From an optimization exercise on the open Yosys and OpenROAD flow, aimed at small area, a short achievable clock period and few clock cycles; shortcuts taken in it are not production practice.
Only simulation tests tie the RTL to the original design; equivalence was not proved.

// positional_sequential_list
module positional_sequential_list (
  input  logic        clk_i,
  input  logic        rst_ni,
  input  logic        req_valid_i,
  output logic        req_ready_o,
  input  logic [1:0]  req_kind_i,
  input  logic [6:0]  req_position_i,
  input  logic [31:0] req_key_i,
  input  logic [63:0] req_payload_i,
  output logic        rsp_valid_o,
  input  logic        rsp_ready_i,
  output logic [1:0]  rsp_status_o,
  output logic [6:0]  rsp_found_position_o,
  output logic [31:0] rsp_record_key_o,
  output logic [63:0] rsp_record_payload_o,
  output logic [6:0]  rsp_count_o
);
  localparam int N = 64;
  localparam logic [1:0] KindGet    = 2'd0;
  localparam logic [1:0] KindInsert = 2'd1;
  localparam logic [1:0] KindDelete = 2'd2;
  localparam logic [1:0] KindSearch = 2'd3;
  localparam logic [1:0] StOk      = 2'd0;
  localparam logic [1:0] StRange   = 2'd1;
  localparam logic [1:0] StFull    = 2'd2;
  localparam logic [1:0] StMissing = 2'd3;
  logic [6:0] cnt_q;
  logic        r_valid_q;
  logic        r_get_q, r_ins_q, r_del_q, r_search_q;
  logic [1:0]  r_status_q;
  logic [6:0]  r_q_q;
  logic [31:0] r_key_q;
  logic [63:0] r_pay_q;
  logic        p_valid_q;
  logic        p_search_q;
  logic [1:0]  p_status_q;
  logic [6:0]  p_cnt_q;
  logic        p_any_q;
  logic [7:0]  p_mhi_q;     
  logic [2:0]  p_mhib_q;    
  logic [3:0]  p_mhi1_q;    
  logic        p2_valid_q;
  logic        p2_search_q;
  logic [1:0]  p2_status_q;
  logic [6:0]  p2_cnt_q;
  logic        p2_any_q;
  logic [2:0]  p2_mhib_q;
  logic [3:0]  p2_mhi1_q;
  logic [7:0]  p2_zlo_q;
  logic        o_valid_q, s_valid_q;
  logic [1:0]  o_status_q, s_status_q;
  logic [6:0]  o_found_q, s_found_q;
  logic [31:0] o_key_q, s_key_q;
  logic [63:0] o_pay_q, s_pay_q;
  logic [6:0]  o_cnt_q, s_cnt_q;
  logic adv, exec, ready_q, nready_out_q, o_valid_out_q;
  assign adv  = !s_valid_q;
  assign exec = adv && r_valid_q;
  assign req_ready_o = !nready_out_q;
  logic ins_x, del_x;
  logic [6:0] e1_cnt;
  logic [N-1:0] used, hit, wev;
  assign ins_x  = exec && r_ins_q;
  assign del_x  = exec && r_del_q;
  assign e1_cnt = ins_x ? cnt_q + 7'd1 : del_x ? cnt_q - 7'd1 : cnt_q;
  logic       a_zero;
  logic [6:0] a_q;
  logic       lt_same, lt_inc, lt_dec, le_same, le_inc, le_dec, full_same, full_inc;
  ...
Settings: LEC_CHECK=0, CAP_MARGIN=10, CORE_MARGIN=2, CORE_UTILIZATION=55, CTS_CLUSTER_DIAMETER=100, CTS_CLUSTER_SIZE=20, SLEW_MARGIN=10, SYNTH_HIERARCHICAL=1, SYNTH_MEMORY_MAX_BITS=8192; clock period 10.0 ns.
standard.sh (not shown) runs the stock make flow with config.mk's settings and CLKGATE_MAP_FILE= SYNTH_SCRIPT=/design/flow/synth_recipe.tcl, a recipe that flattens the netlist after the stock synthesis.
==> flow/flow/run.sh <==
#!/bin/bash
# Layout flow: the standard flow (standard.sh, which runs ORFS) unchanged, except
#  - before global placement (after the pins are placed) the register driving each
#    output port is put next to that port's pin and held there for global placement
#    only (place_outregs.tcl, unfix.tcl); everything else is placed by ORFS as usual.
# Each ORFS step writes its full log under orfs/logs/; make's own output goes to
# make_finish.log in this folder.
set -euo pipefail
here=$(pwd)
bash standard.sh SETUP_SLACK_MARGIN=6.5 \
  PRE_GLOBAL_PLACE_TCL="$here/flow/place_outregs.tcl" \
  POST_GLOBAL_PLACE_TCL="$here/flow/unfix.tcl" \
  finish > make_finish.log 2>&1
Other scripts of this flow, unchanged in this note and not shown: flow/flow/place_outregs.tcl, flow/flow/unfix.tcl
The starting point passed the timing, DRC and antenna checks.
Testbench counts at the start, summed over its fixed seeds: cycles 12,032.
==> next run, changes <==
--- a/flow/flow/run.sh
+++ b/flow/flow/run.sh
@@ -10 +10 @@
-bash standard.sh SETUP_SLACK_MARGIN=6.5 \
+bash standard.sh SETUP_SLACK_MARGIN=6.2 \
CAP_MARGIN = 20   (was 10)
SLEW_MARGIN = 20   (was 10)
Result: Wire length falls by 3.5%; worst setup slack gets worse by 0.26 ns; final area went down by 0.65%; utilization goes down by 0.39 points; clock-buffer cell count drops by 14; die area is unchanged.
==> next run, changes <==
--- a/flow/flow/run.sh
+++ b/flow/flow/run.sh
@@ -10 +10 @@
-bash standard.sh SETUP_SLACK_MARGIN=6.2 \
+bash standard.sh SETUP_SLACK_MARGIN=6.5 \
CORE_UTILIZATION = 50   (was 55)
Result: The new run finished clean. Wire length goes up by about 0.7%. Utilization decreases by 5.1 points. Worst setup slack is better by 0.18 ns. Via count goes down by about 0.6%. Count of clock-buffer cells in the layout is higher by 16. Cell count went up by about 2.4%. Hold slack improved by 0.018 ns.

-- port drivers added, routing unchanged --
Ports are ideal in the flow. The routed layouts listed here were re-timed in OpenROAD.
Step 1 assumes that a clkbuf_16 drives the clock port and a buf_2 every other input.
Step 2 also shifts input and output timing later by t, the mid clock arrival at the registers, as if the neighbouring blocks saw the same clock.
Three values: ideal ports, drivers, drivers and shift; two values: the first two.
run | t (ns) | setup WS [ns] | latest minus earliest clock arrival (ns) | worst slew at a driven data input, ns
the first run | 1.198 | 6.209 / 6.059 / 5.304 | 0.108 / 0.108 | 0.15
the second run | 1.191 | 5.954 / 5.954 / 5.048 | 0.100 / 0.101 | 0.16
the third run | 1.227 | 6.130 / 5.987 / 5.306 | 0.084 / 0.084 | 0.10
After both steps every run listed still meets setup and hold. The setup slack of the second run, which loses most, moves by 0.000 ns with the drivers and by -0.906 ns with both steps.
